Background: an optimization exercise with open tools, aiming at small area. Do not read the settings as production practice.
At most, simulation tests tie the RTL to the original design; equivalence was not proved.
No activity file was given, so power comes from the tool's default toggle rates.

## prize_field
module prize_field (
	input  logic        clk,
	input  logic        resetN,
	input  logic [10:0] pixel_x,
	input  logic [10:0] pixel_y,
	input  logic [10:0] player_x,
	input  logic [10:0] player_y,
	input  logic        prize_hit,
	input  logic        block_hit,
	input  logic [3:0]  hit_edge,
	input  logic        level,
	input  logic        next_level,
	input  logic        player_alive,
	input  logic [9:0]  random_bits,
	output logic        draw,
	output logic [2:0]  prize_kind,
	output logic [10:0] tile_left,
	output logic [10:0] tile_top,
	output logic [1:0]  color_variant
);
	logic rl, nrl, lv, ld0, ld1;
	assign rl  = !resetN || next_level || !player_alive;
	assign nrl = !rl;
	assign lv  = resetN && level;
	assign ld0 = rl && !lv;
	assign ld1 = rl && lv;
	logic lvq;
	always_ff @(posedge clk) lvq <= rl ? lv : lvq;
	logic [9:0] q_col;
	logic [6:0] q_row;
	logic [6:0] take_row;
	logic [6:0] bump_row;
	always_comb begin
		for (int c = 0; c < 10; c++) q_col[c] = (player_x[10:6] == 5'(c));
		for (int r = 0; r < 7; r++) q_row[r] = (player_y[10:6] == 5'(r));
	end
	assign take_row = {7{prize_hit && nrl}} & q_row;
	assign bump_row = {7{block_hit && (hit_edge == 4'b0100) && !prize_hit && nrl}} & q_row;
	logic take0_row2;
  ...
Size: ~460 cells after synthesis, ~110 flip-flops, ~93 I/O pins, ~0.0042 mm^2 of cells after synthesis.
==> flow/config.mk <==
export PLATFORM = sky130hd
export DESIGN_NAME = prize_field
export DESIGN_NICKNAME = prize_field
export VERILOG_FILES = /design/flow/design.v
export SDC_FILE = /design/flow/constraint.sdc
export NUM_CORES = 4
export LEC_CHECK = 0
export CAP_MARGIN = 10
export CORE_MARGIN = 2
export CORE_UTILIZATION = 55
export GPL_TIMING_DRIVEN = 0
export SLEW_MARGIN = 10
==> flow/constraint.sdc <==
create_clock -name core_clock -period 5.0 [get_ports {clk}]
set_input_delay 1.0000 -clock core_clock [delete_from_list [all_inputs] [get_ports {clk}]]
set_output_delay 1.0000 -clock core_clock [all_outputs]
set_load 0.01 [all_outputs]
standard.sh (not shown) runs the stock make flow with config.mk's settings and CLKGATE_MAP_FILE= SYNTH_SCRIPT=/design/flow/synth_recipe.tcl, a recipe that flattens the netlist after the stock synthesis.
==> flow/flow/run.sh <==
#!/bin/bash
# The standard layout (standard.sh), with three changes:
#  - synthesis maps the logic with an area-oriented ABC script (synth.tcl,
#    area.abc); flip-flops are mapped as in the standard synthesis;
#  - port buffers are buf_1;
#  - the clock tree uses small clock buffers and no dummy loads.
# Each make step's full log stays under orfs/logs/; the make output as a
# whole goes to make.log here.
set -euo pipefail
here=$(pwd)
# The platform's don't-use cells, and very large cells that timing repair
# would otherwise pick for the one high-fanout net (given on the make command
# line, since ORFS re-runs make for each step without the environment's
# additions to this list).
dont_use="sky130_fd_sc_hd__probe_p_8 sky130_fd_sc_hd__probec_p_8 sky130_fd_sc_hd__lpflow_bleeder_1 sky130_fd_sc_hd__lpflow_clkbufkapwr_1 sky130_fd_sc_hd__lpflow_clkbufkapwr_16 sky130_fd_sc_hd__lpflow_clkbufkapwr_2 sky130_fd_sc_hd__lpflow_clkbufkapwr_4 sky130_fd_sc_hd__lpflow_clkbufkapwr_8 sky130_fd_sc_hd__lpflow_clkinvkapwr_1 sky130_fd_sc_hd__lpflow_clkinvkapwr_16 sky130_fd_sc_hd__lpflow_clkinvkapwr_2 sky130_fd_sc_hd__lpflow_clkinvkapwr_4 sky130_fd_sc_hd__lpflow_clkinvkapwr_8 sky130_fd_sc_hd__lpflow_decapkapwr_12 sky130_fd_sc_hd__lpflow_decapkapwr_3 sky130_fd_sc_hd__lpflow_decapkapwr_4 sky130_fd_sc_hd__lpflow_decapkapwr_6 sky130_fd_sc_hd__lpflow_decapkapwr_8 sky130_fd_sc_hd__lpflow_inputiso0n_1 sky130_fd_sc_hd__lpflow_inputiso0p_1 sky130_fd_sc_hd__lpflow_inputiso1n_1 sky130_fd_sc_hd__lpflow_inputiso1p_1 sky130_fd_sc_hd__lpflow_inputisolatch_1 sky130_fd_sc_hd__lpflow_isobufsrc_1 sky130_fd_sc_hd__lpflow_isobufsrc_16 sky130_fd_sc_hd__lpflow_isobufsrc_2 sky130_fd_sc_hd__lpflow_isobufsrc_4 sky130_fd_sc_hd__lpflow_isobufsrc_8 sky130_fd_sc_hd__lpflow_isobufsrckapwr_16 sky130_fd_sc_hd__lpflow_lsbuf_lh_hl_isowell_tap_1 sky130_fd_sc_hd__lpflow_lsbuf_lh_hl_isowell_tap_2 sky130_fd_sc_hd__lpflow_lsbuf_lh_hl_isowell_tap_4 sky130_fd_sc_hd__lpflow_lsbuf_lh_isowell_4 sky130_fd_sc_hd__lpflow_lsbuf_lh_isowell_tap_1 sky130_fd_sc_hd__lpflow_lsbuf_lh_isowell_tap_2 sky130_fd_sc_hd__lpflow_lsbuf_lh_isowell_tap_4 sky130_fd_sc_hd__buf_12 sky130_fd_sc_hd__buf_16 sky130_fd_sc_hd__buf_6 sky130_fd_sc_hd__buf_8 sky130_fd_sc_hd__bufbuf_16 sky130_fd_sc_hd__bufbuf_8 sky130_fd_sc_hd__bufinv_16 sky130_fd_sc_hd__bufinv_8 sky130_fd_sc_hd__clkbuf_16 sky130_fd_sc_hd__clkbuf_8 sky130_fd_sc_hd__clkinv_16 sky130_fd_sc_hd__clkinv_8 sky130_fd_sc_hd__ebufn_8 sky130_fd_sc_hd__einvn_8 sky130_fd_sc_hd__einvp_8 sky130_fd_sc_hd__inv_12 sky130_fd_sc_hd__inv_16 sky130_fd_sc_hd__inv_6 sky130_fd_sc_hd__inv_8 sky130_fd_sc_hd__mux2_8 sky130_fd_sc_hd__nand2_8 sky130_fd_sc_hd__nor2_8"
export SYNTH_INSBUF=0
export AREA_ABC_SCRIPT=$here/flow/area.abc
export BUFFER_PORTS_ARGS="-buffer_cell sky130_fd_sc_hd__buf_1"
export CTS_ARGS="-sink_clustering_enable -repair_clock_nets -dont_use_dummy_load -buf_list {sky130_fd_sc_hd__clkbuf_2 sky130_fd_sc_hd__clkbuf_4}"
bash standard.sh SYNTH_SCRIPT=$here/flow/synth.tcl SKIP_REPAIR_TIE_FANOUT=1 DONT_USE_CELLS="$dont_use" finish > make.log 2>&1
Other scripts of this flow, unchanged in this note and not shown: flow/flow/area.abc, flow/flow/synth.tcl
Rerun with:
--- a/flow/design.v
+++ b/flow/design.v
@@ -52,32 +52,34 @@
 	output logic [1:0]  color_variant
 );
 	logic rl, nrl, lv, ld0, ld1;
 	assign rl  = !resetN || next_level || !player_alive;
 	assign nrl = !rl;
 	assign lv  = resetN && level;
 	assign ld0 = rl && !lv;
 	assign ld1 = rl && lv;
 	logic lvq;
 	always_ff @(posedge clk) lvq <= rl ? lv : lvq;
 	logic [9:0] q_col;
 	logic [6:0] q_row;
+	logic       q_hi;
 	logic [6:0] take_row;
 	logic [6:0] bump_row;
 	always_comb begin
-		for (int c = 0; c < 10; c++) q_col[c] = (player_x[10:6] == 5'(c));
-		for (int r = 0; r < 7; r++) q_row[r] = (player_y[10:6] == 5'(r));
+		for (int c = 0; c < 10; c++) q_col[c] = (player_x[9:6] == 4'(c));
+		for (int r = 0; r < 7; r++) q_row[r] = (player_y[8:6] == 3'(r));
 	end
-	assign take_row = {7{prize_hit && nrl}} & q_row;
-	assign bump_row = {7{block_hit && (hit_edge == 4'b0100) && !prize_hit && nrl}} & q_row;
+	assign q_hi = !player_x[10] && (player_y[10:9] == 2'b00);
+	assign take_row = {7{prize_hit && nrl && q_hi}} & q_row;
+	assign bump_row = {7{block_hit && (hit_edge == 4'b0100) && !prize_hit && nrl && q_hi}} & q_row;
 	logic take0_row2;
 	assign take0_row2 = take_row[2] && !lvq;
 	logic take0_row4;
 	assign take0_row4 = take_row[4] && !lvq;
 	logic take1_row1;
 	assign take1_row1 = take_row[1] && lvq;
 	logic l1_0_0;
 	always_ff @(posedge clk) l1_0_0 <= (l1_0_0 && nrl) || (bump_row[0] && q_col[0]);
 	logic l1_0_1;
 	always_ff @(posedge clk) l1_0_1 <= (l1_0_1 && nrl) || (bump_row[0] && q_col[1]);
 	logic l1_0_2;
 	always_ff @(posedge clk) l1_0_2 <= (l1_0_2 && nrl) || (bump_row[0] && q_col[2]);
@@ -384,36 +386,37 @@
 	assign t_l1[65] = l1_6_5;
 	assign t_l0[65] = 1'b0;
 	assign t_l1[66] = l1_6_6;
 	assign t_l0[66] = 1'b0;
 	assign t_l1[67] = l1_6_7;
 	assign t_l0[67] = 1'b0;
 	assign t_l1[68] = l1_6_8;
 	assign t_l0[68] = 1'b0;
 	assign t_l1[69] = l1_6_9;
 	assign t_l0[69] = 1'b0;
 	logic [9:0] p_col;
 	logic [6:0] p_row;
-	logic [6:0] row_l1;
-	logic [6:0] row_l0;
+	logic [7:0] row_any;
 	logic       a_any;
 	logic       a_gem_d;
+	logic       p_hi;
+	assign p_hi = !pixel_x[10] && (pixel_y[10:9] == 2'b00);
 	always_comb begin
-		for (int c = 0; c < 10; c++) p_col[c] = (pixel_x[10:6] == 5'(c));
-		for (int r = 0; r < 7; r++) p_row[r] = (pixel_y[10:6] == 5'(r));
-		for (int r = 0; r < 7; r++) row_l1[r] = |(t_l1[r*10 +: 10] & p_col);
-		for (int r = 0; r < 7; r++) row_l0[r] = |(t_l0[r*10 +: 10] & p_col);
+		for (int c = 0; c < 10; c++) p_col[c] = (pixel_x[9:6] == 4'(c));
+		for (int r = 0; r < 7; r++) p_row[r] = (pixel_y[8:6] == 3'(r));
+		for (int r = 0; r < 7; r++) row_any[r] = |(t_l1[r*10 +: 10] & p_col) || |(t_l0[r*10 +: 10] & p_col);
+		row_any[7] = 1'b0;
 	end
-	assign a_any = |(row_l1 & p_row) || |(row_l0 & p_row);
-	assign a_gem_d = (p_row[0] && p_col[9] && !e0_0_9) || (p_row[2] && p_col[7] && (!e0_2_7 && !lvq)) || (p_row[4] && p_col[5] && (!e0_4_5 && !lvq)) || (p_row[5] && p_col[0] && !e0_5_0);
+	assign a_any = p_hi && row_any[pixel_y[8:6]];
+	assign a_gem_d = p_hi && ((p_row[0] && p_col[9] && !e0_0_9) || (p_row[2] && p_col[7] && (!e0_2_7 && !lvq)) || (p_row[4] && p_col[5] && (!e0_4_5 && !lvq)) || (p_row[5] && p_col[0] && !e0_5_0));
 	logic [3:0] pc;
 	logic [2:0] pr;
 	logic [3:0] a_col, b_col, c_col;
 	logic [2:0] a_row, b_row, c_row;
 	logic       a_gem, b_gem, c_gem;
 	logic [1:0] c_cv;
 	assign pc = pixel_x[9:6];
 	assign pr = pixel_y[8:6];
 	always_ff @(posedge clk) begin
 		a_col <= {pc[3] | !a_any, pc[2], pc[1] | !a_any, pc[0]};
 		a_row <= pr;
 		a_gem <= a_gem_d;
Clock skew shrinks by 3.2 ps.
Worst setup slack gets worse by 390 ps.
Non-clock buffer count grows by 6.
Final area grows by 0.75%.
Clock power grows by about 2%.
Cell count shrinks by 12%.
Power grows by 2.2%.
Utilization grows by 0.82 points.
Die area shrinks by 0.71%.
Function not checked in the second run of this note: the RTL went through the layout flow alone.

* * *

prize_field, a different RTL version from the one above (not shown whole).
Size in the first run: roughly 460 cells after synthesis, roughly 93 I/O pins, roughly 4100 µm² of cells after synthesis.
export LEC_CHECK = 0
export CAP_MARGIN = 10
export CORE_MARGIN = 2
export CORE_UTILIZATION = 55
export GPL_TIMING_DRIVEN = 0
export SLEW_MARGIN = 10
create_clock -name core_clock -period 5.0 [get_ports {clk}]
==> flow/flow/run.sh <==
#!/bin/bash
# The standard layout (standard.sh), with three changes:
#  - synthesis maps the logic with an area-oriented ABC script (synth.tcl,
#    area.abc); flip-flops are mapped as in the standard synthesis;
#  - port buffers are buf_1;
#  - the clock tree uses small clock buffers and no dummy loads.
# Each make step's full log stays under orfs/logs/; the make output as a
# whole goes to make.log here.
set -euo pipefail
here=$(pwd)
# The platform's don't-use cells, and very large cells that timing repair
# would otherwise pick for the one high-fanout net (given on the make command
# line, since ORFS re-runs make for each step without the environment's
# additions to this list).
dont_use="sky130_fd_sc_hd__probe_p_8 sky130_fd_sc_hd__probec_p_8 sky130_fd_sc_hd__lpflow_bleeder_1 sky130_fd_sc_hd__lpflow_clkbufkapwr_1 sky130_fd_sc_hd__lpflow_clkbufkapwr_16 sky130_fd_sc_hd__lpflow_clkbufkapwr_2 sky130_fd_sc_hd__lpflow_clkbufkapwr_4 sky130_fd_sc_hd__lpflow_clkbufkapwr_8 sky130_fd_sc_hd__lpflow_clkinvkapwr_1 sky130_fd_sc_hd__lpflow_clkinvkapwr_16 sky130_fd_sc_hd__lpflow_clkinvkapwr_2 sky130_fd_sc_hd__lpflow_clkinvkapwr_4 sky130_fd_sc_hd__lpflow_clkinvkapwr_8 sky130_fd_sc_hd__lpflow_decapkapwr_12 sky130_fd_sc_hd__lpflow_decapkapwr_3 sky130_fd_sc_hd__lpflow_decapkapwr_4 sky130_fd_sc_hd__lpflow_decapkapwr_6 sky130_fd_sc_hd__lpflow_decapkapwr_8 sky130_fd_sc_hd__lpflow_inputiso0n_1 sky130_fd_sc_hd__lpflow_inputiso0p_1 sky130_fd_sc_hd__lpflow_inputiso1n_1 sky130_fd_sc_hd__lpflow_inputiso1p_1 sky130_fd_sc_hd__lpflow_inputisolatch_1 sky130_fd_sc_hd__lpflow_isobufsrc_1 sky130_fd_sc_hd__lpflow_isobufsrc_16 sky130_fd_sc_hd__lpflow_isobufsrc_2 sky130_fd_sc_hd__lpflow_isobufsrc_4 sky130_fd_sc_hd__lpflow_isobufsrc_8 sky130_fd_sc_hd__lpflow_isobufsrckapwr_16 sky130_fd_sc_hd__lpflow_lsbuf_lh_hl_isowell_tap_1 sky130_fd_sc_hd__lpflow_lsbuf_lh_hl_isowell_tap_2 sky130_fd_sc_hd__lpflow_lsbuf_lh_hl_isowell_tap_4 sky130_fd_sc_hd__lpflow_lsbuf_lh_isowell_4 sky130_fd_sc_hd__lpflow_lsbuf_lh_isowell_tap_1 sky130_fd_sc_hd__lpflow_lsbuf_lh_isowell_tap_2 sky130_fd_sc_hd__lpflow_lsbuf_lh_isowell_tap_4 sky130_fd_sc_hd__buf_12 sky130_fd_sc_hd__buf_16 sky130_fd_sc_hd__buf_6 sky130_fd_sc_hd__buf_8 sky130_fd_sc_hd__bufbuf_16 sky130_fd_sc_hd__bufbuf_8 sky130_fd_sc_hd__bufinv_16 sky130_fd_sc_hd__bufinv_8 sky130_fd_sc_hd__clkbuf_16 sky130_fd_sc_hd__clkbuf_8 sky130_fd_sc_hd__clkinv_16 sky130_fd_sc_hd__clkinv_8 sky130_fd_sc_hd__ebufn_8 sky130_fd_sc_hd__einvn_8 sky130_fd_sc_hd__einvp_8 sky130_fd_sc_hd__inv_12 sky130_fd_sc_hd__inv_16 sky130_fd_sc_hd__inv_6 sky130_fd_sc_hd__inv_8 sky130_fd_sc_hd__mux2_8 sky130_fd_sc_hd__nand2_8 sky130_fd_sc_hd__nor2_8 sky130_fd_sc_hd__a22o_1 sky130_fd_sc_hd__a22o_2 sky130_fd_sc_hd__a22o_4"
export SYNTH_INSBUF=0
export AREA_ABC_SCRIPT=$here/flow/area.abc
export BUFFER_PORTS_ARGS="-buffer_cell sky130_fd_sc_hd__buf_1"
export CTS_ARGS="-sink_clustering_enable -repair_clock_nets -dont_use_dummy_load -buf_list {sky130_fd_sc_hd__clkbuf_8}"
bash standard.sh SYNTH_SCRIPT=$here/flow/synth.tcl SKIP_REPAIR_TIE_FANOUT=1 DONT_USE_CELLS="$dont_use" finish > make.log 2>&1
Other scripts of this flow, unchanged in this note and not shown: flow/flow/area.abc, flow/flow/synth.tcl
The starting point went through all stages and came out clean.
Then changed:
--- a/flow/design.v
+++ b/flow/design.v
@@ -396,39 +396,40 @@
 	logic [7:0] row_any;
 	logic       a_any;
 	logic       a_gem_d;
 	logic       p_hi;
 	assign p_hi = !pixel_x[10] && (pixel_y[10:9] == 2'b00);
 	always_comb begin
 		for (int c = 0; c < 10; c++) p_col[c] = (pixel_x[9:6] == 4'(c));
 		for (int r = 0; r < 7; r++) p_row[r] = (pixel_y[8:6] == 3'(r));
 		for (int r = 0; r < 7; r++) row_any[r] = |(t_l1[r*10 +: 10] & p_col) || |(t_l0[r*10 +: 10] & p_col);
 		row_any[7] = 1'b0;
 	end
-	assign a_any = p_hi && row_any[pixel_y[8:6]];
+	assign a_any = p_hi && |(row_any[6:0] & p_row);
 	assign a_gem_d = p_hi && ((p_row[0] && p_col[9] && !e0_0_9) || (p_row[2] && p_col[7] && (!e0_2_7 && !lvq)) || (p_row[4] && p_col[5] && (!e0_4_5 && !lvq)) || (p_row[5] && p_col[0] && !e0_5_0));
 	logic [3:0] pc;
 	logic [2:0] pr;
 	logic [3:0] a_col, b_col, c_col;
 	logic [2:0] a_row, b_row, c_row;
 	logic       a_gem, b_gem, c_gem;
 	logic [1:0] c_cv;
 	assign pc = pixel_x[9:6];
 	assign pr = pixel_y[8:6];
 	always_ff @(posedge clk) begin
 		a_col <= {pc[3] | !a_any, pc[2], pc[1] | !a_any, pc[0]};
 		a_row <= pr;
 		a_gem <= a_gem_d;
 		b_col <= a_col;
 		b_row <= a_row;
 		b_gem <= a_gem;
 		c_col <= b_col;
 		c_row <= b_row;
 		c_gem <= b_gem;
-		c_cv  <= {random_bits[b_row], b_col[3] ? random_bits[{3'b100, b_col[0]}] : random_bits[b_col[2:0]]};
+		c_cv  <= {(b_row[2] && b_row[1]) ? random_bits[6] : random_bits[b_row],
+			b_col[3] ? random_bits[{3'b100, b_col[0]}] : random_bits[b_col[2:0]]};
 	end
 	assign draw          = !(c_col[3] && (c_col[2] || c_col[1]));
 	assign prize_kind    = {1'b0, c_gem, draw && !c_gem};
 	assign tile_left     = {1'b0, c_col, 6'd0};
 	assign tile_top      = {2'b00, c_row, 6'd0};
 	assign color_variant = c_cv;
 endmodule
Effect:
- sequential cell count stays the same
- final area shrinks slightly
- setup slack got worse by 71 ps
- register-to-register slack got worse by 150 ps
- via count shrinks by a few percent
- area after synthesis shrinks slightly
- critical path depth does not change
- sequential power barely changes
- utilization shrinks by 0.35 points
- total power shrinks slightly
- hold slack got worse by 9.3 ps
- clock skew barely changes
- sequential share of layout area grows by 0.27 points
- routed wire length shrinks by a few percent

==> afterwards: timing with drivers on the ports <==
The flow's constraints put no driver on any port. The routed layouts listed below were extracted and timed again, unchanged, in two steps. Step 1 (the two cells are an assumption about what drives the block):
set clk [get_ports {clk}]
set_driving_cell -lib_cell sky130_fd_sc_hd__clkbuf_16 $clk
set_driving_cell -lib_cell sky130_fd_sc_hd__buf_2 [delete_from_list [all_inputs] $clk]
Step 2 times the ports against the registers' clock, not the clock port: input delays grow and output delays shrink by t, the midpoint of the rising clock arrivals with the driver on. a / b / c = no drivers / after step 1 / after step 2; a / b = the first two.
| run | shift t [ns] | setup slack, ns | worst setup path after step 2 | worst data-port slew with drivers (ns) |
|---|---|---|---|---|
| the first run of note 1 | 0.497 | 1.796 / 1.802 / 1.304 | input to register | 0.04 |
| the second run of note 1 | 0.507 | 1.410 / 1.419 / 0.912 | input to register | 0.04 |
| the first run of note 2 | 0.387 | 1.011 / 1.021 / 0.634 | input to register | 0.04 |
| the second run of note 2 | 0.380 | 0.940 / 0.940 / 0.561 | input to register | 0.04 |
After both steps setup and hold are still met in every run listed. The setup slack of the second run of note 1, which loses most, moves by +0.009 ns with the drivers and by -0.498 ns with both steps.
